From an optimization exercise on the open Yosys and OpenROAD flow, aimed at small area, a short achievable clock period and few clock cycles; shortcuts taken in it are not production practice. Function was not checked in any run shown here: the RTL went through the layout flow alone. Power is estimated from default activity; no workload was simulated.

**design.v**
```verilog
package ml_ops_pkg;
  typedef logic [32-1:0] word_t;
  typedef logic [32-1:0] addr_t;
  typedef logic [32-1:0] len_t;
  typedef logic [$clog2(16):0] batch_cnt_t;
  typedef logic [$clog2(2)-1:0] desc_idx_t;
  typedef enum logic [3:0] {
    IDLE,
    LOAD,
    SET_ADDR,
    RELU_TAKE,
    RELU_WAIT,
    RELU_GIVE,
    DOTP_TAKE,
    DOTP_WAIT,
    DOTP_GIVE,
    DONE
  } seq_state_t;
endpackage
module ml_datapath (
  input  logic [31:0] x_i,
  input  logic [7:0]  one_i,
  input  logic [7:0]  two_i,
  input  logic [7:0]  neg_i,
  output logic [31:0] so,
  output logic [31:0] co,
  output logic [31:0] to
);
  logic [31:0] pp0;
  assign pp0 = ((x_i[31:0] & {32{one_i[0]}}) | ({x_i[30:0], 1'b0} & {32{two_i[0]}})) ^ {32{neg_i[0]}};
  logic [29:0] pp1;
  assign pp1 = ((x_i[29:0] & {30{one_i[1]}}) | ({x_i[28:0], 1'b0} & {30{two_i[1]}})) ^ {30{neg_i[1]}};
  logic [27:0] pp2;
  assign pp2 = ((x_i[27:0] & {28{one_i[2]}}) | ({x_i[26:0], 1'b0} & {28{two_i[2]}})) ^ {28{neg_i[2]}};
  logic [25:0] pp3;
  assign pp3 = ((x_i[25:0] & {26{one_i[3]}}) | ({x_i[24:0], 1'b0} & {26{two_i[3]}})) ^ {26{neg_i[3]}};
  logic [23:0] pp4;
  assign pp4 = ((x_i[23:0] & {24{one_i[4]}}) | ({x_i[22:0], 1'b0} & {24{two_i[4]}})) ^ {24{neg_i[4]}};
  logic [21:0] pp5;
  assign pp5 = ((x_i[21:0] & {22{one_i[5]}}) | ({x_i[20:0], 1'b0} & {22{two_i[5]}})) ^ {22{neg_i[5]}};
  logic [19:0] pp6;
  assign pp6 = ((x_i[19:0] & {20{one_i[6]}}) | ({x_i[18:0], 1'b0} & {20{two_i[6]}})) ^ {20{neg_i[6]}};
  logic [17:0] pp7;
  assign pp7 = ((x_i[17:0] & {18{one_i[7]}}) | ({x_i[16:0], 1'b0} & {18{two_i[7]}})) ^ {18{neg_i[7]}};
  logic s0;
  logic k0;
  logic s1;
  logic k1;
  logic s2;
  logic k2;
  logic s3;
  logic k3;
  logic s4;
  logic k4;
  logic s5;
  logic k5;
  logic s6;
  logic k6;
  logic s7;
  logic k7;
  logic s8;
  logic k8;
  logic s9;
  logic k9;
  logic s10;
  logic k10;
  logic s11;
  logic k11;
  logic s12;
  logic k12;
  logic s13;
  logic k13;
  logic s14;
  logic k14;
  logic s15;
  logic k15;
  logic s16;
  logic k16;
  logic s17;
  logic k17;
  logic s18;
  logic k18;
  logic s19;
  logic k19;
  logic s20;
  logic k20;
  logic s21;
  logic k21;
  logic s22;
  logic k22;
  logic s23;
  logic k23;
  logic s24;
  logic k24;
  logic s25;
  logic k25;
  logic s26;
  logic k26;
  logic s27;
  logic k27;
  logic s28;
  logic k28;
  logic s29;
  logic k29;
  logic s30;
  logic k30;
  logic s31;
  logic k31;
  logic s32;
  logic k32;
  logic s33;
  logic k33;
  logic s34;
  logic k34;
  logic s35;
  logic k35;
  logic s36;
  logic k36;
  logic s37;
  logic k37;
  logic s38;
  logic k38;
  logic s39;
  logic k39;
  logic s40;
  logic k40;
  logic s41;
  logic k41;
  logic s42;
  logic k42;
  logic s43;
  logic k43;
  logic s44;
  logic k44;
  logic s45;
  logic k45;
  logic s46;
  logic k46;
  logic s47;
  logic k47;
  logic s48;
  logic k48;
  logic s49;
  logic k49;
  logic s50;
  logic k50;
  logic s51;
  logic k51;
  logic s52;
  logic k52;
  logic s53;
  logic k53;
  logic s54;
  logic k54;
  logic s55;
  logic k55;
  logic s56;
  logic k56;
  logic s57;
  logic k57;
  logic s58;
  logic k58;
  logic s59;
  logic k59;
  logic s60;
  logic k60;
  logic s61;
  logic k61;
  logic s62;
  logic k62;
  logic s63;
  logic k63;
  logic s64;
  logic k64;
  logic s65;
  logic k65;
  logic s66;
  logic k66;
  logic s67;
  logic k67;
  logic s68;
  logic k68;
  logic s69;
  logic k69;
  logic s70;
  logic k70;
  logic s71;
  logic k71;
  logic s72;
  logic k72;
  logic s73;
  logic k73;
  logic s74;
  logic k74;
  logic s75;
  logic k75;
  logic s76;
  logic k76;
  logic s77;
  logic k77;
  logic s78;
  logic k78;
  logic s79;
  logic k79;
  logic s80;
  logic k80;
  logic s81;
  logic k81;
  logic s82;
  logic k82;
  logic s83;
  logic k83;
  logic s84;
  logic k84;
  logic s85;
  logic k85;
  logic s86;
  logic k86;
  logic s87;
  logic k87;
  logic s88;
  logic k88;
  logic s89;
  logic k89;
  logic s90;
  logic k90;
  logic s91;
  logic k91;
  logic s92;
  logic k92;
  logic s93;
  logic k93;
  logic s94;
  logic k94;
  logic s95;
  logic k95;
  logic s96;
  logic k96;
  logic s97;
  logic k97;
  logic s98;
  logic k98;
  logic s99;
  logic k99;
  logic s100;
  logic k100;
  logic s101;
  logic k101;
  logic s102;
  logic k102;
  logic s103;
  logic k103;
  logic s104;
  logic k104;
  logic s105;
  logic k105;
  logic s106;
  logic k106;
  logic s107;
  logic k107;
  logic s108;
  logic k108;
  logic s109;
  logic k109;
  logic s110;
  logic k110;
  logic s111;
  logic k111;
  logic s112;
  logic k112;
  logic s113;
  logic k113;
  logic s114;
  logic k114;
  logic s115;
  logic k115;
  logic s116;
  logic k116;
  logic s117;
  logic k117;
  logic s118;
  logic k118;
  logic s119;
  logic k119;
  logic s120;
  logic k120;
  logic s121;
  logic k121;
  logic s122;
  logic k122;
  logic s123;
  logic k123;
  logic s124;
  logic k124;
  logic s125;
  logic k125;
  logic s126;
  logic k126;
  logic s127;
  logic k127;
  logic s128;
  logic k128;
  logic s129;
  logic k129;
  logic s130;
  logic k130;
  logic s131;
  logic k131;
  logic s132;
  logic k132;
  logic s133;
  logic k133;
  logic s134;
  logic k134;
  logic s135;
  logic k135;
  logic s136;
  logic k136;
  logic s137;
  logic k137;
  logic s138;
  logic k138;
  logic s139;
  logic k139;
  logic x280;
  logic x281;
  logic x282;
  logic x283;
  logic x284;
  logic x285;
  logic x286;
  logic x287;
  logic x288;
  logic x289;
  logic x290;
  assign s0 = neg_i[1] ^ pp0[2];
  assign k0 = neg_i[1] & pp0[2];
  assign s1 = pp0[3] ^ pp1[1];
  assign k1 = pp0[3] & pp1[1];
  assign s2 = neg_i[2] ^ pp0[4] ^ pp1[2];
  assign k2 = (neg_i[2] & pp0[4]) | (neg_i[2] & pp1[2]) | (pp0[4] & pp1[2]);
  assign s3 = pp2[0] ^ k1;
  assign k3 = pp2[0] & k1;
  assign s4 = pp0[5] ^ pp1[3] ^ pp2[1];
  assign k4 = (pp0[5] & pp1[3]) | (pp0[5] & pp2[1]) | (pp1[3] & pp2[1]);
  assign s5 = k3 ^ k2;
  assign k5 = k3 & k2;
  assign s6 = neg_i[3] ^ pp0[6] ^ pp1[4];
  assign k6 = (neg_i[3] & pp0[6]) | (neg_i[3] & pp1[4]) | (pp0[6] & pp1[4]);
  assign s7 = pp2[2] ^ pp3[0] ^ k4;
  assign k7 = (pp2[2] & pp3[0]) | (pp2[2] & k4) | (pp3[0] & k4);
  assign s8 = s6 ^ k5;
  assign k8 = s6 & k5;
  assign s9 = pp0[7] ^ pp1[5] ^ pp2[3];
  assign k9 = (pp0[7] & pp1[5]) | (pp0[7] & pp2[3]) | (pp1[5] & pp2[3]);
  assign s10 = pp3[1] ^ k6 ^ s9;
  assign k10 = (pp3[1] & k6) | (pp3[1] & s9) | (k6 & s9);
  assign s11 = k8 ^ k7;
  assign k11 = k8 & k7;
  assign s12 = neg_i[4] ^ pp0[8] ^ pp1[6];
  assign k12 = (neg_i[4] & pp0[8]) | (neg_i[4] & pp1[6]) | (pp0[8] & pp1[6]);
  assign s13 = pp2[4] ^ pp3[2] ^ pp4[0];
  assign k13 = (pp2[4] & pp3[2]) | (pp2[4] & pp4[0]) | (pp3[2] & pp4[0]);
  assign s14 = k9 ^ s12 ^ s13;
  assign k14 = (k9 & s12) | (k9 & s13) | (s12 & s13);
  assign s15 = k10 ^ s14;
  assign k15 = k10 & s14;
  assign s16 = pp0[9] ^ pp1[7] ^ pp2[5];
  assign k16 = (pp0[9] & pp1[7]) | (pp0[9] & pp2[5]) | (pp1[7] & pp2[5]);
  assign s17 = pp3[3] ^ pp4[1] ^ k12;
  assign k17 = (pp3[3] & pp4[1]) | (pp3[3] & k12) | (pp4[1] & k12);
  assign s18 = k13 ^ s16 ^ k14;
  assign k18 = (k13 & s16) | (k13 & k14) | (s16 & k14);
  assign s19 = s17 ^ k15;
  assign k19 = s17 & k15;
  assign s20 = neg_i[5] ^ pp0[10] ^ pp1[8];
  assign k20 = (neg_i[5] & pp0[10]) | (neg_i[5] & pp1[8]) | (pp0[10] & pp1[8]);
  assign s21 = pp2[6] ^ pp3[4] ^ pp4[2];
  assign k21 = (pp2[6] & pp3[4]) | (pp2[6] & pp4[2]) | (pp3[4] & pp4[2]);
  assign s22 = pp5[0] ^ k16 ^ s20;
  assign k22 = (pp5[0] & k16) | (pp5[0] & s20) | (k16 & s20);
  assign s23 = s21 ^ k17 ^ s22;
  assign k23 = (s21 & k17) | (s21 & s22) | (k17 & s22);
  assign s24 = pp0[11] ^ pp1[9] ^ pp2[7];
  assign k24 = (pp0[11] & pp1[9]) | (pp0[11] & pp2[7]) | (pp1[9] & pp2[7]);
  assign s25 = pp3[5] ^ pp4[3] ^ pp5[1];
  assign k25 = (pp3[5] & pp4[3]) | (pp3[5] & pp5[1]) | (pp4[3] & pp5[1]);
  assign s26 = k20 ^ k21 ^ s24;
  assign k26 = (k20 & k21) | (k20 & s24) | (k21 & s24);
  assign s27 = s25 ^ k22;
  assign k27 = s25 & k22;
  assign s28 = neg_i[6] ^ pp0[12] ^ pp1[10];
  assign k28 = (neg_i[6] & pp0[12]) | (neg_i[6] & pp1[10]) | (pp0[12] & pp1[10]);
  assign s29 = pp2[8] ^ pp3[6] ^ pp4[4];
  assign k29 = (pp2[8] & pp3[6]) | (pp2[8] & pp4[4]) | (pp3[6] & pp4[4]);
  assign s30 = pp5[2] ^ pp6[0] ^ k24;
  assign k30 = (pp5[2] & pp6[0]) | (pp5[2] & k24) | (pp6[0] & k24);
  assign s31 = k25 ^ s28 ^ s29;
  assign k31 = (k25 & s28) | (k25 & s29) | (s28 & s29);
  assign s32 = k26 ^ s30;
  assign k32 = k26 & s30;
  assign s33 = pp0[13] ^ pp1[11] ^ pp2[9];
  assign k33 = (pp0[13] & pp1[11]) | (pp0[13] & pp2[9]) | (pp1[11] & pp2[9]);
  assign s34 = pp3[7] ^ pp4[5] ^ pp5[3];
  assign k34 = (pp3[7] & pp4[5]) | (pp3[7] & pp5[3]) | (pp4[5] & pp5[3]);
  assign s35 = pp6[1] ^ k28 ^ k29;
  assign k35 = (pp6[1] & k28) | (pp6[1] & k29) | (k28 & k29);
  assign s36 = s33 ^ s34 ^ k30;
  assign k36 = (s33 & s34) | (s33 & k30) | (s34 & k30);
  assign s37 = k31 ^ s35;
  assign k37 = k31 & s35;
  assign s38 = neg_i[7] ^ pp0[14] ^ pp1[12];
  assign k38 = (neg_i[7] & pp0[14]) | (neg_i[7] & pp1[12]) | (pp0[14] & pp1[12]);
  assign s39 = pp2[10] ^ pp3[8] ^ pp4[6];
  assign k39 = (pp2[10] & pp3[8]) | (pp2[10] & pp4[6]) | (pp3[8] & pp4[6]);
  assign s40 = pp5[4] ^ pp6[2] ^ pp7[0];
  assign k40 = (pp5[4] & pp6[2]) | (pp5[4] & pp7[0]) | (pp6[2] & pp7[0]);
  assign s41 = k33 ^ k34 ^ s38;
  assign k41 = (k33 & k34) | (k33 & s38) | (k34 & s38);
  assign s42 = s39 ^ s40 ^ k35;
  assign k42 = (s39 & s40) | (s39 & k35) | (s40 & k35);
  assign s43 = s41 ^ k37;
  assign k43 = s41 & k37;
  assign s44 = pp0[15] ^ pp1[13] ^ pp2[11];
  assign k44 = (pp0[15] & pp1[13]) | (pp0[15] & pp2[11]) | (pp1[13] & pp2[11]);
  assign s45 = pp3[9] ^ pp4[7] ^ pp5[5];
  assign k45 = (pp3[9] & pp4[7]) | (pp3[9] & pp5[5]) | (pp4[7] & pp5[5]);
  assign s46 = pp6[3] ^ pp7[1] ^ k38;
  assign k46 = (pp6[3] & pp7[1]) | (pp6[3] & k38) | (pp7[1] & k38);
  assign s47 = k39 ^ k40 ^ s44;
  assign k47 = (k39 & k40) | (k39 & s44) | (k40 & s44);
  assign s48 = s45 ^ k41 ^ s46;
  assign k48 = (s45 & k41) | (s45 & s46) | (k41 & s46);
  assign s49 = s47 ^ k42;
  assign k49 = s47 & k42;
  assign s50 = pp0[16] ^ pp1[14] ^ pp2[12];
  assign k50 = (pp0[16] & pp1[14]) | (pp0[16] & pp2[12]) | (pp1[14] & pp2[12]);
  assign s51 = pp3[10] ^ pp4[8] ^ pp5[6];
  assign k51 = (pp3[10] & pp4[8]) | (pp3[10] & pp5[6]) | (pp4[8] & pp5[6]);
  assign s52 = pp6[4] ^ pp7[2] ^ k44;
  assign k52 = (pp6[4] & pp7[2]) | (pp6[4] & k44) | (pp7[2] & k44);
  assign s53 = k45 ^ s50 ^ s51;
  assign k53 = (k45 & s50) | (k45 & s51) | (s50 & s51);
  assign s54 = k46 ^ k47 ^ s52;
  assign k54 = (k46 & k47) | (k46 & s52) | (k47 & s52);
  assign s55 = s53 ^ k48;
  assign k55 = s53 & k48;
  assign s56 = pp0[17] ^ pp1[15] ^ pp2[13];
  assign k56 = (pp0[17] & pp1[15]) | (pp0[17] & pp2[13]) | (pp1[15] & pp2[13]);
  assign s57 = pp3[11] ^ pp4[9] ^ pp5[7];
  assign k57 = (pp3[11] & pp4[9]) | (pp3[11] & pp5[7]) | (pp4[9] & pp5[7]);
  assign s58 = pp6[5] ^ pp7[3] ^ k50;
  assign k58 = (pp6[5] & pp7[3]) | (pp6[5] & k50) | (pp7[3] & k50);
  assign s59 = k51 ^ s56 ^ s57;
  assign k59 = (k51 & s56) | (k51 & s57) | (s56 & s57);
  assign s60 = k52 ^ k53 ^ s58;
  assign k60 = (k52 & k53) | (k52 & s58) | (k53 & s58);
  assign s61 = s59 ^ k54;
  assign k61 = s59 & k54;
  assign s62 = pp0[18] ^ pp1[16] ^ pp2[14];
  assign k62 = (pp0[18] & pp1[16]) | (pp0[18] & pp2[14]) | (pp1[16] & pp2[14]);
  assign s63 = pp3[12] ^ pp4[10] ^ pp5[8];
  assign k63 = (pp3[12] & pp4[10]) | (pp3[12] & pp5[8]) | (pp4[10] & pp5[8]);
  assign s64 = pp6[6] ^ pp7[4] ^ k56;
  assign k64 = (pp6[6] & pp7[4]) | (pp6[6] & k56) | (pp7[4] & k56);
  assign s65 = k57 ^ s62 ^ s63;
  assign k65 = (k57 & s62) | (k57 & s63) | (s62 & s63);
  assign s66 = k58 ^ k59 ^ s64;
  assign k66 = (k58 & k59) | (k58 & s64) | (k59 & s64);
  assign s67 = s65 ^ k60;
  assign k67 = s65 & k60;
  assign s68 = pp0[19] ^ pp1[17] ^ pp2[15];
  assign k68 = (pp0[19] & pp1[17]) | (pp0[19] & pp2[15]) | (pp1[17] & pp2[15]);
  assign s69 = pp3[13] ^ pp4[11] ^ pp5[9];
  assign k69 = (pp3[13] & pp4[11]) | (pp3[13] & pp5[9]) | (pp4[11] & pp5[9]);
  assign s70 = pp6[7] ^ pp7[5] ^ k62;
  assign k70 = (pp6[7] & pp7[5]) | (pp6[7] & k62) | (pp7[5] & k62);
  assign s71 = k63 ^ s68 ^ s69;
  assign k71 = (k63 & s68) | (k63 & s69) | (s68 & s69);
  assign s72 = k64 ^ k65 ^ s70;
  assign k72 = (k64 & k65) | (k64 & s70) | (k65 & s70);
  assign s73 = s71 ^ k66;
  assign k73 = s71 & k66;
  assign s74 = pp0[20] ^ pp1[18] ^ pp2[16];
  assign k74 = (pp0[20] & pp1[18]) | (pp0[20] & pp2[16]) | (pp1[18] & pp2[16]);
  assign s75 = pp3[14] ^ pp4[12] ^ pp5[10];
  assign k75 = (pp3[14] & pp4[12]) | (pp3[14] & pp5[10]) | (pp4[12] & pp5[10]);
  assign s76 = pp6[8] ^ pp7[6] ^ k68;
  assign k76 = (pp6[8] & pp7[6]) | (pp6[8] & k68) | (pp7[6] & k68);
  assign s77 = k69 ^ s74 ^ s75;
  assign k77 = (k69 & s74) | (k69 & s75) | (s74 & s75);
  assign s78 = k70 ^ k71 ^ s76;
  assign k78 = (k70 & k71) | (k70 & s76) | (k71 & s76);
  assign s79 = s77 ^ k72;
  assign k79 = s77 & k72;
  assign s80 = pp0[21] ^ pp1[19] ^ pp2[17];
  assign k80 = (pp0[21] & pp1[19]) | (pp0[21] & pp2[17]) | (pp1[19] & pp2[17]);
  assign s81 = pp3[15] ^ pp4[13] ^ pp5[11];
  assign k81 = (pp3[15] & pp4[13]) | (pp3[15] & pp5[11]) | (pp4[13] & pp5[11]);
  assign s82 = pp6[9] ^ pp7[7] ^ k74;
  assign k82 = (pp6[9] & pp7[7]) | (pp6[9] & k74) | (pp7[7] & k74);
  assign s83 = k75 ^ s80 ^ s81;
  assign k83 = (k75 & s80) | (k75 & s81) | (s80 & s81);
  assign s84 = k76 ^ k77 ^ s82;
  assign k84 = (k76 & k77) | (k76 & s82) | (k77 & s82);
  assign s85 = s83 ^ k78;
  assign k85 = s83 & k78;
  assign s86 = pp0[22] ^ pp1[20] ^ pp2[18];
  assign k86 = (pp0[22] & pp1[20]) | (pp0[22] & pp2[18]) | (pp1[20] & pp2[18]);
  assign s87 = pp3[16] ^ pp4[14] ^ pp5[12];
  assign k87 = (pp3[16] & pp4[14]) | (pp3[16] & pp5[12]) | (pp4[14] & pp5[12]);
  assign s88 = pp6[10] ^ pp7[8] ^ k80;
  assign k88 = (pp6[10] & pp7[8]) | (pp6[10] & k80) | (pp7[8] & k80);
  assign s89 = k81 ^ s86 ^ s87;
  assign k89 = (k81 & s86) | (k81 & s87) | (s86 & s87);
  assign s90 = k82 ^ k83 ^ s88;
  assign k90 = (k82 & k83) | (k82 & s88) | (k83 & s88);
  assign s91 = s89 ^ k84;
  assign k91 = s89 & k84;
  assign s92 = pp0[23] ^ pp1[21] ^ pp2[19];
  assign k92 = (pp0[23] & pp1[21]) | (pp0[23] & pp2[19]) | (pp1[21] & pp2[19]);
  assign s93 = pp3[17] ^ pp4[15] ^ pp5[13];
  assign k93 = (pp3[17] & pp4[15]) | (pp3[17] & pp5[13]) | (pp4[15] & pp5[13]);
  assign s94 = pp6[11] ^ pp7[9] ^ k86;
  assign k94 = (pp6[11] & pp7[9]) | (pp6[11] & k86) | (pp7[9] & k86);
  assign s95 = k87 ^ s92 ^ s93;
  assign k95 = (k87 & s92) | (k87 & s93) | (s92 & s93);
  assign s96 = k88 ^ k89 ^ s94;
  assign k96 = (k88 & k89) | (k88 & s94) | (k89 & s94);
  assign s97 = s95 ^ k90;
  assign k97 = s95 & k90;
  assign s98 = pp0[24] ^ pp1[22] ^ pp2[20];
  assign k98 = (pp0[24] & pp1[22]) | (pp0[24] & pp2[20]) | (pp1[22] & pp2[20]);
  assign s99 = pp3[18] ^ pp4[16] ^ pp5[14];
  assign k99 = (pp3[18] & pp4[16]) | (pp3[18] & pp5[14]) | (pp4[16] & pp5[14]);
  assign s100 = pp6[12] ^ pp7[10] ^ k92;
  assign k100 = (pp6[12] & pp7[10]) | (pp6[12] & k92) | (pp7[10] & k92);
  assign s101 = k93 ^ s98 ^ s99;
  assign k101 = (k93 & s98) | (k93 & s99) | (s98 & s99);
  assign s102 = k94 ^ k95 ^ s100;
  assign k102 = (k94 & k95) | (k94 & s100) | (k95 & s100);
  assign s103 = s101 ^ k96;
  assign k103 = s101 & k96;
  assign s104 = pp0[25] ^ pp1[23] ^ pp2[21];
  assign k104 = (pp0[25] & pp1[23]) | (pp0[25] & pp2[21]) | (pp1[23] & pp2[21]);
  assign s105 = pp3[19] ^ pp4[17] ^ pp5[15];
  assign k105 = (pp3[19] & pp4[17]) | (pp3[19] & pp5[15]) | (pp4[17] & pp5[15]);
  assign s106 = pp6[13] ^ pp7[11] ^ k98;
  assign k106 = (pp6[13] & pp7[11]) | (pp6[13] & k98) | (pp7[11] & k98);
  assign s107 = k99 ^ s104 ^ s105;
  assign k107 = (k99 & s104) | (k99 & s105) | (s104 & s105);
  assign s108 = k100 ^ k101 ^ s106;
  assign k108 = (k100 & k101) | (k100 & s106) | (k101 & s106);
  assign s109 = s107 ^ k102;
  assign k109 = s107 & k102;
  assign s110 = pp0[26] ^ pp1[24] ^ pp2[22];
  assign k110 = (pp0[26] & pp1[24]) | (pp0[26] & pp2[22]) | (pp1[24] & pp2[22]);
  assign s111 = pp3[20] ^ pp4[18] ^ pp5[16];
  assign k111 = (pp3[20] & pp4[18]) | (pp3[20] & pp5[16]) | (pp4[18] & pp5[16]);
  assign s112 = pp6[14] ^ pp7[12] ^ k104;
  assign k112 = (pp6[14] & pp7[12]) | (pp6[14] & k104) | (pp7[12] & k104);
  assign s113 = k105 ^ s110 ^ s111;
  assign k113 = (k105 & s110) | (k105 & s111) | (s110 & s111);
  assign s114 = k106 ^ k107 ^ s112;
  assign k114 = (k106 & k107) | (k106 & s112) | (k107 & s112);
  assign s115 = s113 ^ k108;
  assign k115 = s113 & k108;
  assign s116 = pp0[27] ^ pp1[25] ^ pp2[23];
  assign k116 = (pp0[27] & pp1[25]) | (pp0[27] & pp2[23]) | (pp1[25] & pp2[23]);
  assign s117 = pp3[21] ^ pp4[19] ^ pp5[17];
  assign k117 = (pp3[21] & pp4[19]) | (pp3[21] & pp5[17]) | (pp4[19] & pp5[17]);
  assign s118 = pp6[15] ^ pp7[13] ^ k110;
  assign k118 = (pp6[15] & pp7[13]) | (pp6[15] & k110) | (pp7[13] & k110);
  assign s119 = k111 ^ s116 ^ s117;
  assign k119 = (k111 & s116) | (k111 & s117) | (s116 & s117);
  assign s120 = k112 ^ k113 ^ s118;
  assign k120 = (k112 & k113) | (k112 & s118) | (k113 & s118);
  assign s121 = s119 ^ k114;
  assign k121 = s119 & k114;
  assign s122 = pp0[28] ^ pp1[26] ^ pp2[24];
  assign k122 = (pp0[28] & pp1[26]) | (pp0[28] & pp2[24]) | (pp1[26] & pp2[24]);
  assign s123 = pp3[22] ^ pp4[20] ^ pp5[18];
  assign k123 = (pp3[22] & pp4[20]) | (pp3[22] & pp5[18]) | (pp4[20] & pp5[18]);
  assign s124 = pp6[16] ^ pp7[14] ^ k116;
  assign k124 = (pp6[16] & pp7[14]) | (pp6[16] & k116) | (pp7[14] & k116);
  assign s125 = k117 ^ s122 ^ s123;
  assign k125 = (k117 & s122) | (k117 & s123) | (s122 & s123);
  assign s126 = k118 ^ k119 ^ s124;
  assign k126 = (k118 & k119) | (k118 & s124) | (k119 & s124);
  assign s127 = s125 ^ k120;
  assign k127 = s125 & k120;
  assign s128 = pp0[29] ^ pp1[27] ^ pp2[25];
  assign k128 = (pp0[29] & pp1[27]) | (pp0[29] & pp2[25]) | (pp1[27] & pp2[25]);
  assign s129 = pp3[23] ^ pp4[21] ^ pp5[19];
  assign k129 = (pp3[23] & pp4[21]) | (pp3[23] & pp5[19]) | (pp4[21] & pp5[19]);
  assign s130 = pp6[17] ^ pp7[15] ^ k122;
  assign k130 = (pp6[17] & pp7[15]) | (pp6[17] & k122) | (pp7[15] & k122);
  assign s131 = k123 ^ s128 ^ s129;
  assign k131 = (k123 & s128) | (k123 & s129) | (s128 & s129);
  assign s132 = k124 ^ k125 ^ s130;
  assign k132 = (k124 & k125) | (k124 & s130) | (k125 & s130);
  assign s133 = s131 ^ k126;
  assign k133 = s131 & k126;
  assign s134 = pp0[30] ^ pp1[28] ^ pp2[26];
  assign k134 = (pp0[30] & pp1[28]) | (pp0[30] & pp2[26]) | (pp1[28] & pp2[26]);
  assign s135 = pp3[24] ^ pp4[22] ^ pp5[20];
  assign k135 = (pp3[24] & pp4[22]) | (pp3[24] & pp5[20]) | (pp4[22] & pp5[20]);
  assign s136 = pp6[18] ^ pp7[16] ^ k128;
  assign k136 = (pp6[18] & pp7[16]) | (pp6[18] & k128) | (pp7[16] & k128);
  assign s137 = k129 ^ s134 ^ s135;
  assign k137 = (k129 & s134) | (k129 & s135) | (s134 & s135);
  assign s138 = k130 ^ k131 ^ s136;
  assign k138 = (k130 & k131) | (k130 & s136) | (k131 & s136);
  assign s139 = s137 ^ k132;
  assign k139 = s137 & k132;
  assign x280 = pp0[31] ^ pp1[29];
  assign x281 = pp2[27] ^ pp3[25];
  assign x282 = pp4[23] ^ pp5[21];
  assign x283 = pp6[19] ^ pp7[17];
  assign x284 = x280 ^ x281;
  assign x285 = x282 ^ x283;
  assign x286 = k134 ^ k135;
  assign x287 = x284 ^ x285;
  assign x288 = x286 ^ x287;
  assign x289 = k136 ^ x288;
  assign x290 = k137 ^ x289;
  assign so[0] = pp0[0];
  assign co[0] = neg_i[0];
  assign to[0] = 1'b0;
  assign so[1] = pp0[1];
  assign co[1] = 1'b0;
  assign to[1] = 1'b0;
  assign so[2] = pp1[0];
  assign co[2] = s0;
  assign to[2] = 1'b0;
  assign so[3] = k0;
  assign co[3] = s1;
  assign to[3] = 1'b0;
  assign so[4] = s2;
  assign co[4] = s3;
  assign to[4] = 1'b0;
  assign so[5] = s4;
  assign co[5] = s5;
  assign to[5] = 1'b0;
  assign so[6] = s7;
  assign co[6] = s8;
  assign to[6] = 1'b0;
  assign so[7] = s10;
  assign co[7] = s11;
  assign to[7] = 1'b0;
  assign so[8] = k11;
  assign co[8] = s15;
  assign to[8] = 1'b0;
  assign so[9] = s18;
  assign co[9] = s19;
  assign to[9] = 1'b0;
  assign so[10] = k18;
  assign co[10] = k19;
  assign to[10] = s23;
  assign so[11] = s26;
  assign co[11] = k23;
  assign to[11] = s27;
  assign so[12] = s31;
  assign co[12] = k27;
  assign to[12] = s32;
  assign so[13] = k32;
  assign co[13] = s36;
  assign to[13] = s37;
  assign so[14] = k36;
  assign co[14] = s42;
  assign to[14] = s43;
  assign so[15] = k43;
  assign co[15] = s48;
  assign to[15] = s49;
  assign so[16] = s54;
  assign co[16] = k49;
  assign to[16] = s55;
  assign so[17] = s60;
  assign co[17] = k55;
  assign to[17] = s61;
  assign so[18] = s66;
  assign co[18] = k61;
  assign to[18] = s67;
  assign so[19] = s72;
  assign co[19] = k67;
  assign to[19] = s73;
  assign so[20] = s78;
  assign co[20] = k73;
  assign to[20] = s79;
  assign so[21] = s84;
  assign co[21] = k79;
  assign to[21] = s85;
  assign so[22] = s90;
  assign co[22] = k85;
  assign to[22] = s91;
  assign so[23] = s96;
  assign co[23] = k91;
  assign to[23] = s97;
  assign so[24] = s102;
  assign co[24] = k97;
  assign to[24] = s103;
  assign so[25] = s108;
  assign co[25] = k103;
  assign to[25] = s109;
  assign so[26] = s114;
  assign co[26] = k109;
  assign to[26] = s115;
  assign so[27] = s120;
  assign co[27] = k115;
  assign to[27] = s121;
  assign so[28] = s126;
  assign co[28] = k121;
  assign to[28] = s127;
  assign so[29] = s132;
  assign co[29] = k127;
  assign to[29] = s133;
  assign so[30] = s138;
  assign co[30] = k133;
  assign to[30] = s139;
  assign so[31] = k138;
  assign co[31] = k139;
  assign to[31] = x290;
endmodule
module ml_ops_top (
  input  logic              clk_i,
  input  logic              rst_i,
  input  logic              ml_ops_enable_i,
  input  logic              loading_data_i,
  input  logic              relu_en_i,
  input  logic              dotp_en_i,
  input  logic              ex_ready_i,
  input  ml_ops_pkg::addr_t operand_a_addr_i,
  input  ml_ops_pkg::len_t  operand_b_size_i,
  input  ml_ops_pkg::word_t mem_rd_data_i,
  output ml_ops_pkg::word_t reg_wr_data_o,
  output ml_ops_pkg::word_t mem_wr_data_o,
  output ml_ops_pkg::addr_t mem_addr_o,
  output logic              mem_rd_en_o,
  output logic              mem_wr_en_o,
  output logic              reg_wr_en_o,
  output logic              ml_op_done_o,
  output logic              ml_ready_o
);
  localparam logic [3:0] IDLE = 4'd0;
  localparam logic [3:0] LD2  = 4'd1;
  localparam logic [3:0] RR1  = 4'd2;
  localparam logic [3:0] RR2  = 4'd3;
  localparam logic [3:0] RBUB = 4'd4;
  localparam logic [3:0] RW1  = 4'd5;
  localparam logic [3:0] RW2  = 4'd6;
  localparam logic [3:0] DA   = 4'd7;
  localparam logic [3:0] DB   = 4'd8;
  localparam logic [3:0] T1   = 4'd9;
  localparam logic [3:0] T2   = 4'd10;
  localparam logic [3:0] T3   = 4'd11;
  localparam logic [3:0] T4   = 4'd12;
  localparam logic [3:0] T5   = 4'd13;
  localparam logic [3:0] FIN  = 4'd14;
  localparam logic [3:0] DS   = 4'd15;
  logic [3:0]  st_q, st_d;
  logic        rd_d, wr_d, done_d, regwr_d, ready_d;
  logic        relu_q;
  logic        same;
  logic        sq_q;
  logic        last_q;
  logic [15:0] rem_q;
  logic        rem_dec;
  logic        rem_one;
  logic        inc;
  logic [31:0] cur_q, oth_q, cur_nx;
  logic [31:0] a_q;
  logic [31:0] x_q;
  logic [7:0]  one_q, two_q, neg_q;
  logic [31:0] p_q, q_q, r_q, p_nx, q_nx, r_nx;
  logic [31:0] s_q, c_q, sa, ca, c1s, c1c, c2s, c2c, c3s, c3c;
  logic        v1_q, v2_q;
  logic        inc_q, clr_q, sum_q;
  assign rem_one = (rem_q == 16'd1);
  assign same    = (operand_a_addr_i == oth_q);
  always_comb begin
    st_d    = st_q;
    rd_d    = 1'b0;
    wr_d    = 1'b0;
    done_d  = 1'b0;
    regwr_d = 1'b0;
    rem_dec = 1'b0;
    case (st_q)
      IDLE: if (loading_data_i) st_d = LD2;
      LD2: begin
        st_d = relu_q ? RR1 : same ? DS : DA;
        rd_d = 1'b1;
      end
      RR1: begin
        rem_dec = 1'b1;
        if (rem_one) begin
          st_d = RBUB;
        end else begin
          st_d = RR2;
          rd_d = 1'b1;
        end
      end
      RR2: begin
        rem_dec = 1'b1;
        st_d    = RW1;
        wr_d    = 1'b1;
      end
      RBUB: begin
        st_d   = RW1;
        wr_d   = 1'b1;
        done_d = 1'b1;
      end
      RW1: begin
        st_d   = RW2;
        wr_d   = 1'b1;
        done_d = last_q;
      end
      RW2: begin
        st_d = RR1;
        rd_d = 1'b1;
      end
      DA: begin
        st_d = DB;
        rd_d = 1'b1;
      end
      DB: begin
        rem_dec = 1'b1;
        if (rem_one) begin
          st_d = T1;
        end else begin
          st_d = DA;
          rd_d = 1'b1;
        end
      end
      DS: begin
        rem_dec = 1'b1;
        if (rem_one) begin
          st_d = T1;
        end else begin
          rd_d = 1'b1;
        end
      end
      T1: st_d = T2;
      T2: st_d = T3;
      T3: st_d = sq_q ? T5 : T4;
      T4: st_d = T5;
      T5: begin
        st_d    = FIN;
        regwr_d = 1'b1;
        done_d  = 1'b1;
      end
      default: st_d = FIN;
    endcase
    if (ml_op_done_o) begin
      st_d    = ex_ready_i ? IDLE : FIN;
      rd_d    = 1'b0;
      wr_d    = 1'b0;
      regwr_d = 1'b0;
      done_d  = !ex_ready_i;
    end
    if (!ml_ops_enable_i) begin
      st_d    = IDLE;
      rd_d    = 1'b0;
      wr_d    = 1'b0;
      regwr_d = 1'b0;
      done_d  = 1'b0;
    end
    ready_d = (st_d == IDLE) || (st_d == LD2) || done_d;
  end
  always_ff @(posedge clk_i or negedge rst_i) begin
    if (!rst_i) begin
      st_q         <= IDLE;
      mem_rd_en_o  <= 1'b0;
      mem_wr_en_o  <= 1'b0;
      reg_wr_en_o  <= 1'b0;
      ml_op_done_o <= 1'b0;
      ml_ready_o   <= 1'b1;
      v1_q         <= 1'b0;
      v2_q         <= 1'b0;
    end else begin
      st_q         <= st_d;
      mem_rd_en_o  <= rd_d;
      mem_wr_en_o  <= wr_d;
      reg_wr_en_o  <= regwr_d;
      ml_op_done_o <= done_d;
      ml_ready_o   <= ready_d;
      v1_q         <= ml_ops_enable_i && (st_q == DB || st_q == DS);
      v2_q         <= ml_ops_enable_i && v1_q;
    end
  end
  always_ff @(posedge clk_i) begin
    inc_q <= (st_d == RR1) || (st_d == RW1) || (st_d == DS);
    clr_q <= (st_d == LD2);
    sum_q <= (st_d == T5);
  end
  always_ff @(posedge clk_i) begin
    if (st_q == IDLE) begin
      relu_q <= relu_en_i;
      rem_q  <= operand_b_size_i[15:0];
    end else if (rem_dec) begin
      rem_q  <= rem_q - 16'd1;
    end
    if (st_q == RR2) begin
      last_q <= rem_one;
    end
    if (st_q == LD2) begin
      sq_q <= same;
    end
  end
  assign inc    = inc_q;
  assign cur_nx = {cur_q[31:2] + 30'd1, cur_q[1:0]};
  always_ff @(posedge clk_i) begin
    cur_q <= inc ? cur_nx : oth_q;
    if (st_q == IDLE || st_q == LD2) begin
      oth_q <= operand_a_addr_i;
    end else if (!inc) begin
      oth_q <= cur_nx;
    end
  end
  assign mem_addr_o = cur_q;
  logic [16:0] yraw;
  logic [7:0]  one_d, two_d, neg_d;
  logic        yv;
  assign yv = ml_ops_enable_i && (v1_q || (v2_q && !sq_q));
  always_comb begin
    yraw = v1_q ? {mem_rd_data_i[15:0], 1'b0} : a_q[31:15];
    for (int r = 0; r < 8; r++) begin
      one_d[r] = yv && (yraw[2*r+1] ^ yraw[2*r]);
      two_d[r] = yv && ((yraw[2*r+2] && !yraw[2*r+1] && !yraw[2*r]) ||
                        (!yraw[2*r+2] && yraw[2*r+1] && yraw[2*r]));
      neg_d[r] = yv && yraw[2*r+2] && !(yraw[2*r+1] && yraw[2*r]);
    end
  end
  always_ff @(posedge clk_i) begin
    if (sum_q) begin
      a_q <= s_q + c_q;
    end else begin
      a_q <= mem_rd_data_i & ~{32{relu_q && mem_rd_data_i[31]}};
    end
    if (v1_q && sq_q) begin
      x_q <= {mem_rd_data_i[30:15], mem_rd_data_i[15:0]};
    end else if (v1_q) begin
      x_q <= a_q;
    end else begin
      x_q <= {x_q[15:0], 16'd0};
    end
    one_q <= one_d;
    two_q <= two_d;
    neg_q <= neg_d;
    p_q   <= p_nx;
    q_q   <= q_nx;
    r_q   <= r_nx;
    s_q   <= c3s;
    c_q   <= c3c;
  end
  assign sa  = s_q & {32{!clr_q}};
  assign ca  = c_q & {32{!clr_q}};
  assign c1s = p_q ^ q_q ^ r_q;
  assign c1c = {(p_q[30:0] & q_q[30:0]) | (p_q[30:0] & r_q[30:0]) | (q_q[30:0] & r_q[30:0]), 1'b0};
  assign c2s = sa ^ c1s ^ c1c;
  assign c2c = {(sa[30:0] & c1s[30:0]) | (sa[30:0] & c1c[30:0]) | (c1s[30:0] & c1c[30:0]), 1'b0};
  assign c3s = ca ^ c2s ^ c2c;
  assign c3c = {(ca[30:0] & c2s[30:0]) | (ca[30:0] & c2c[30:0]) | (c2s[30:0] & c2c[30:0]), 1'b0};
  ml_datapath mac_i (
    .x_i   (x_q),
    .one_i (one_q),
    .two_i (two_q),
    .neg_i (neg_q),
    .so    (p_nx),
    .co    (q_nx),
    .to    (r_nx)
  );
  assign mem_wr_data_o = a_q;
  assign reg_wr_data_o = a_q;
endmodule
```
**flow/run.sh**
```bash
#!/bin/bash
# The standard layout, with stronger port buffers and setup repair aimed
# below the clock period (same clock, same constraints).
export BUFFER_PORTS_ARGS="-buffer_cell sky130_fd_sc_hd__buf_4"
export SETUP_SLACK_MARGIN=6.0
export ABC_CLOCK_PERIOD_IN_PS=3000
bash standard.sh > standard_run.log 2>&1
```
**standard.sh**
```bash
#!/bin/bash
# synth_recipe.tcl (not shown) runs the flow's synth.tcl, then flattens the netlist and writes it again
# the make line also repeats each setting of config.mk as NAME=value (left out here)
make -C /OpenROAD-flow-scripts/flow DESIGN_CONFIG=/design/flow/config.mk WORK_HOME=/design/flow/orfs CLKGATE_MAP_FILE= SYNTH_SCRIPT=/design/flow/synth_recipe.tcl "${@:-finish}"
```
**config.mk**
```make
export PLATFORM = sky130hd
export DESIGN_NAME = ml_ops_top
export DESIGN_NICKNAME = ml_ops_top
export VERILOG_FILES = /design/flow/design.v
export SDC_FILE = /design/flow/constraint.sdc
export NUM_CORES = 4
export LEC_CHECK = 0
export CAP_MARGIN = 20
export CORE_MARGIN = 2
export CORE_UTILIZATION = 60
export CTS_CLUSTER_DIAMETER = 120
export CTS_CLUSTER_SIZE = 24
export SLEW_MARGIN = 20
```
**constraint.sdc**
```tcl
create_clock -name core_clock -period 9.0 [get_ports {clk_i}]
set_input_delay 1.8000 -clock core_clock [delete_from_list [all_inputs] [get_ports {clk_i}]]
set_output_delay 1.8000 -clock core_clock [all_outputs]
set_load 0.01 [all_outputs]
```
==> impl_metrics.ini, run 1 <==
[synth]
ys_ff_latch = 332
ys.flop_type = dfxtp_1
synth_top_family_by_area = adder cells
synthSimpleGateAreaFrac_pct = 9.63
async_reset_ff_share_pct = 3.31
synth_most_common_cell = dfxtp_1
synth_xor_area_share_pct = 12.3
synthMuxAreaShare_pct = 2.37
synth_nets = 2612
netlist_area_mm2 = 0.0221
synth_seq_area_share_pct = 32.7
synth_edf_count = 53
synthTopCellsByCount = 268 x dfxtp_1, 200 x inv_1, 193 x a22oi_1
yosys-top-cells-area = dfxtp_1 24%, fa_1 17%, xnor2_1 7.3%, edfxtp_1 7.2%, a22oi_1 6.6%
synth_top_area_share_pct = 24.3
yosys_warnings = 1
synth_compound_area_share_pct = 13.9
synthCells = 2237
avgSynthCellArea_um2 = 9.88
synth_area_leader_cell = dfxtp_1
synthAdderAreaFrac_pct = 21.9
ys_types = 70

[global_route]
use_met2_pct = 51.3
grt_max_degree = 70
grt_pass1_vias = 16900
grtUsageTotal_pct = 31.3
antenna_found_initial = 1
groute.layer.met3.usage_pct = 7.13
grt_use_met1_pct = 40.6
busiest_layer = met2
grt-ovfl-total = 0
grt_first_pass_wirelength_um = 93400

[detailed_routing]
vias_per_cell = 5.88
drtIter0Drc = 1283
vias = 16200
antenna_left = 0
totalWireLength_um = 59400
drc = 0
first_pass_iters = 6
wl_per_cell_um = 21.5

[critical_path]
path_depth = 1
startpoint = a_q[22]
slowest_stage = dfxtp_2
cp-start-kind = flop
cp_max_fo = 4
arrival_ns = 1.19
slowest_delay_ns = 0.49
critical_path.endpoint = reg_wr_data_o[22]
crit_chain = buf_4
crit_buf_inv = 1
reg2reg_depth = 10
timing.rr.end = r_q[31]
cp_top_family = flip-flops
r2r_slack_ns = 6.02
end_kind = primary output
worst-endpoint-required_ns = 7.20
rr_startpoint = two_q[4]
path_class = flop to primary output

[cts]
clk_path_buf_depth = 3
clock-sinks = 332
clockRootBuffer = clkbuf_16
tritoncts = built
insertion_delay_ns = 0.53
cts_hold_buf = 0
htreeDepth = 1
clkSlewWorstSetupHoldPaths_ns = 0.10
cts_made_buffers = 17

[floorplan]
io_pins = 204
num_rows = 70
start_util_pct = 60.6
die_w_um = 196
core_mm2 = 0.0364
die_area_mm2 = 0.0384
die_y_um = 196

[final_layout]
area_growth_pct = 9.76
stdcell_count = 2761
nets = 2660
seqCellArea_mm2 = 0.00730
n_fill_cell = 3016
design_area_mm2 = 0.0242
multiInputGateArea_mm2 = 0.0134
fin_util_pct = 66.5
drive_above_1_share_pct = 14.1

[placed_design]
gp_congestion = 0.916
placed_area_mm2 = 0.0235
portBuffers = 186
placed_cells = 2730
dp_slack_ns = 5.19
dp_hpwl_um = 42000

[hold_path]
min_from = oth_q[0]
min_path_type = flop to flop

[sta]
fin_crit_ns = 2.99
finalCritPeriodShare_pct = 33.2
fmax_mhz = 335
tns_ns = 0
setup_slack_ns = 6.01
fin_skew_ns = 0.0197
slew-limit-headroom_pct = 20.9
setup_viol = 0
timing.hold.ws_ns = 0.486
finalHoldViolations = 0
report.final.slew_viol_count = 0
tightestPinTransition_ns = 1.18
rsz0062_at_grt = yes

[power]
total_power_mw = 4.93
peakVddDrop_v = 0.000211
pwr_density_cell_mw_per_mm2 = 203
leakage_nw = 10.6

[run]
cap_violations = 0

[run_status]
run_status = timing/DRC/antenna clean
## registers in the layout, summed over array words and instances, names as in the netlist, 4 cells and up
signal	flops
p_q	32
a_q	32
cur_q	32
c_q	30
rem_q	16
neg_q	8
st_q	4
one_q	8
s_q	32
r_q	22
oth_q	32
q_q	31
two_q	8
x_q	32
## layout by cell type, fill, tap and decap left out, types with 8 or more instances in the layout
cell,netlist,layout
a21oi_1,123,120
nand4_1,10,10
dfxtp_2,0,36
fa_1,192,192
xnor2_1,183,183
xor2_1,126,122
ha_1,80,80
mux2_2,11,11
a22oi_1,193,193
and2_1,12,12
o21ai_0,53,52
dfxtp_1,268,227
mux2i_1,40,40
clkbuf_16,0,17
a21o_1,17,17
nor3_1,18,18
dfrtp_1,10,8
nand2b_1,11,11
nand3_1,32,32
nor2b_1,74,73
nor2_1,116,115
edfxtp_1,53,53
and3_1,9,9
nand2_1,92,92
or3_1,15,14
inv_1,200,200
buf_6,0,11
buf_4,33,204
## cell type report
class,count,area share (%)
Inverter,202,3.14
Multi-Input combinational cell,1514,55.4
Antenna cell,1,0.0103
Sequential cell,332,30.1
Clock buffer,24,1.86
Timing Repair Buffer,218,7.01
Clock inverter,2,0.0568
Tap cell,468,2.41
## kinds of logic after synthesis
| group | after synthesis |
|---|---|
| DFF | 332 |
| buffers and inverters | 391 |
| xor gates and xnor gates | 309 |
| and+or+nand+nor | 422 |
| adders and majority gates | 272 |
| AOI/OAI and AO/OA | 460 |
| muxes | 51 |
## per-layer routing
| layer | up-vias | wire (um) |
|---|---|---|
| li1 | 7531 | - |
| met1 | 7930 | 23700 |
| met2 | 647 | 27900 |
| met3 | 136 | 5490 |
| met4 | 0 | 2240 |
| met5 | - | 0 |
## worst min-delay path by stage
stage               cells past startpoint  slack (ns)       end
floorplan                               0        0.33    q_q[0]
global placement                        0        0.45  cur_q[0]
detailed placement                      1        0.47    a_q[1]
CTS                                     0        0.49  cur_q[1]
global route                            0        0.51  cur_q[1]
finish                                  0        0.49  cur_q[0]
## power breakdown
part / switching, mW / internal (mW) / total, mW
clock network: 0.489 / 0.356 / 0.845
logic: 1.05 / 0.744 / 1.80
registers: 0.362 / 1.93 / 2.29
total: 1.90 / 3.03 / 4.93
## timing repair
action,4_1_cts,5_1_grt
endpoints found under the setup margin,94,37
gates resized for setup,37,48
pin swaps,8,9
setup buffers,1,3
==> run 2: changes to the inputs <==
--- a/design.v
+++ b/design.v
@@ -758,3 +758,2 @@
   localparam logic [3:0] FIN  = 4'd14;
-  localparam logic [3:0] DS   = 4'd15;
   logic [3:0]  st_q, st_d;
@@ -789,3 +788,3 @@
       LD2: begin
-        st_d = relu_q ? RR1 : same ? DS : DA;
+        st_d = relu_q ? RR1 : DA;
         rd_d = 1'b1;
@@ -821,15 +820,15 @@
       DA: begin
-        st_d = DB;
-        rd_d = 1'b1;
-      end
-      DB: begin
-        rem_dec = 1'b1;
-        if (rem_one) begin
-          st_d = T1;
-        end else begin
-          st_d = DA;
+        if (!sq_q) begin
+          st_d = DB;
           rd_d = 1'b1;
+        end else begin
+          rem_dec = 1'b1;
+          if (rem_one) begin
+            st_d = T1;
+          end else begin
+            rd_d = 1'b1;
+          end
         end
       end
-      DS: begin
+      DB: begin
         rem_dec = 1'b1;
@@ -838,2 +837,3 @@
         end else begin
+          st_d = DA;
           rd_d = 1'b1;
@@ -885,3 +885,3 @@
       ml_ready_o   <= ready_d;
-      v1_q         <= ml_ops_enable_i && (st_q == DB || st_q == DS);
+      v1_q         <= ml_ops_enable_i && (st_q == DB || (st_q == DA && sq_q));
       v2_q         <= ml_ops_enable_i && v1_q;
@@ -890,3 +890,3 @@
   always_ff @(posedge clk_i) begin
-    inc_q <= (st_d == RR1) || (st_d == RW1) || (st_d == DS);
+    inc_q <= (st_d == RR1) || (st_d == RW1);
     clr_q <= (st_d == LD2);
@@ -906,5 +906,7 @@
       sq_q <= same;
+    end else if (st_q == IDLE) begin
+      sq_q <= 1'b0;
     end
   end
-  assign inc    = inc_q;
+  assign inc    = inc_q || sq_q;
   assign cur_nx = {cur_q[31:2] + 30'd1, cur_q[1:0]};
==> run 2 against run 1 <==
Setup slack gained 0.0044 ns. Critical path type unchanged. Utilization rose by 0.55 points. Still clean on timing, DRC and antenna. Sequential share of layout area increased by 0.53 points. Final area is 1.1% lower.
==> impl_metrics.ini, run 2 <==
[critical_path]
cp_top_family = flip-flops
end_kind = primary output
cp-start-kind = flop
slowest_delay_ns = 0.54
crit_buf_inv = 1
crit_chain = buf_6
cp_max_fo = 1
path_class = flop to primary output
arrival_ns = 1.18
worst-endpoint-required_ns = 7.20
slowest_stage = dfstp_2

[synth]
ys.flop_type = dfxtp_1
synth_top_area_share_pct = 24.5
synthTopCellsByCount = 268 x dfxtp_1, 195 x a22oi_1, 192 x fa_1
synthCells = 2200
synth_edf_count = 53
netlist_area_mm2 = 0.0219
yosys-top-cells-area = dfxtp_1 25%, fa_1 18%, xnor2_1 7.5%, edfxtp_1 7.3%, a22oi_1 6.7%
synth_nets = 2575
ys_types = 66
synth_area_leader_cell = dfxtp_1
avgSynthCellArea_um2 = 9.95
synth_seq_area_share_pct = 33.0
async_reset_ff_share_pct = 3.31
ys_ff_latch = 332
synth_most_common_cell = dfxtp_1
yosys_warnings = 1

[global_route]
grt-ovfl-total = 0
grt_first_pass_wirelength_um = 94400
grt_max_degree = 70
antenna_found_initial = 5
grt_pass1_vias = 16200
grtUsageTotal_pct = 32.2

[placed_design]
dp_hpwl_um = 44100
placed_cells = 2683
portBuffers = 186
placed_area_mm2 = 0.0232
gp_congestion = 0.948
dp_slack_ns = 5.21

[power]
pwr_density_cell_mw_per_mm2 = 222
peakVddDrop_v = 0.000195
total_power_mw = 5.33
leakage_nw = 10.2

[sta]
rsz0062_at_grt = yes
tightestPinTransition_ns = 0.934
finalHoldViolations = 0
timing.hold.ws_ns = 0.506
tns_ns = 0
fin_skew_ns = 0.0386
report.final.slew_viol_count = 0
setup_slack_ns = 6.02
slew-limit-headroom_pct = 37.6
setup_viol = 0
finalCritPeriodShare_pct = 33.1
fmax_mhz = 335
fin_crit_ns = 2.98

[floorplan]
start_util_pct = 61.2
die_area_mm2 = 0.0380
num_rows = 69
core_mm2 = 0.0357
die_w_um = 195
io_pins = 204
die_y_um = 195

[final_layout]
drive_above_1_share_pct = 14.4
fin_util_pct = 67.1
stdcell_count = 2720
layout_commonest_cell = dfxtp_1
design_area_mm2 = 0.0240
area_growth_pct = 9.55
nets = 2622
layout_common_cells = 217 x dfxtp_1, 205 x buf_4, 195 x a22oi_1, 192 x fa_1, 188 x xnor2_1

[run]
cap_violations = 0

[detailed_routing]
vias_per_cell = 6.06
drtIter0Drc = 1531
wl_per_cell_um = 22.3
first_pass_iters = 6
antenna_left = 0
vias = 16500
drc = 0
totalWireLength_um = 60600

[cts]
clock-sinks = 332
cts_made_buffers = 17
clkSlewWorstSetupHoldPaths_ns = 0.10
clockRootBuffer = clkbuf_16
htreeDepth = 1
tritoncts = built
clk_path_buf_depth = 3
insertion_delay_ns = 0.55

[run_status]
run_status = timing/DRC/antenna clean

[hold_path]
min_path_type = flop to flop
run 2: cell types whose count changed in the layout (fill, tap and decap cells not counted), moves of 6 or more:
cell and delta:
dfxtp_4 +14, inv_1 -55, nand3_1 -9, o21ai_0 +8
nand2_1 +7, nor4_2 -6, or2_2 +6, nor2_1 +14
dfxtp_1 -10
run 2: kinds of logic after synthesis:
| group | count (synthesis) | share of synthesized area, % |
|---|---|---|
| AOI/OAI and AO/OA | 452 | 13.5 |
| xor gates and xnor gates | 311 | 12.4 |
| adders and majority gates | 272 | 22.1 |
| buffers and inverters | 335 | 6.30 |
| DFF | 332 | 33.0 |
| muxes | 51 | 2.39 |
| and+or+nand+nor | 447 | 10.2 |
run 2: per-layer routing:
metal | global-route usage (%) | routed length [um] | vias up
met5 | 0 | 0 | -
met4 | 10.2 | 1940 | 0
met2 | 51.0 | 27800 | 798
met3 | 6.51 | 5740 | 116
li1 | - | - | 7451
met1 | 44.6 | 25100 | 8111
run 2: cell type report:
type / instances / area (um2)
Clock buffer: 24 / 473
Clock inverter: 1 / 8.76
Multi-Input combinational cell: 1533 / 13300
Timing Repair Buffer: 216 / 1680
Fill cell: 2850 / 11800
Tap cell: 461 / 577
Inverter: 147 / 557
Sequential cell: 332 / 7350
Antenna cell: 6 / 15.0
run 2: what timing repair did:
item                       in CTS  in global routing
hold buffers                    0                  0
setup endpoints to repair      96                 57
gates resized for setup        48                 44
pin swaps                       1                  1
buffers inserted                1                  5
run 2: where the power goes:
| part | internal (mW) | total, mW | switching, mW |
|---|---|---|---|
| Combinational | 0.855 | 2.08 | 1.23 |
| Sequential | 1.97 | 2.38 | 0.409 |
| Clock | 0.371 | 0.862 | 0.491 |
| Total | 3.20 | 5.33 | 2.13 |
run 2: worst paths after layout:
path | start | to | slack, ns | depth (start not counted)
max | ml_ready_o | ml_ready_o | 6.02 | 1
min | oth_q[1] | cur_q[1] | 0.51 | 0
max reg2reg | s_q[2] | a_q[22] | 6.03 | 10
min reg2reg | oth_q[1] | cur_q[1] | 0.51 | 0
max in group asynchronous | rst_i | ml_ready_o | 7.71 | 1
min in group asynchronous | rst_i | v2_q | 1.07 | 1

[what the ideal ports hide]
Ports are ideal in the flow. The routed layouts listed here were re-timed in OpenROAD. Step 1 sets driving cells, clkbuf_16 on the clock port and buf_2 on the other inputs (assumed; they add their load-dependent delay and slew). Step 2 moves the port delays by t, midway between the first and last clock arrival at a register: inputs arrive t later, outputs are due t later. That takes back most of the time a late clock gives input paths. Slacks: ideal ports / drivers / drivers and shift; pairs: ideal ports / drivers.
run	t, ns	setup slack, ns	clock arrival spread, ns	slew at the worst register clock pin (ns)
run 1	0.577	6.014 / 5.961 / 5.484	0.021 / 0.021	0.11 / 0.11
run 2	0.585	6.018 / 5.962 / 5.612	0.040 / 0.041	0.10 / 0.10
After both steps every run listed still meets setup and hold. The setup slack of run 1, which loses most, moves by -0.053 ns with the drivers and by -0.530 ns with both steps.
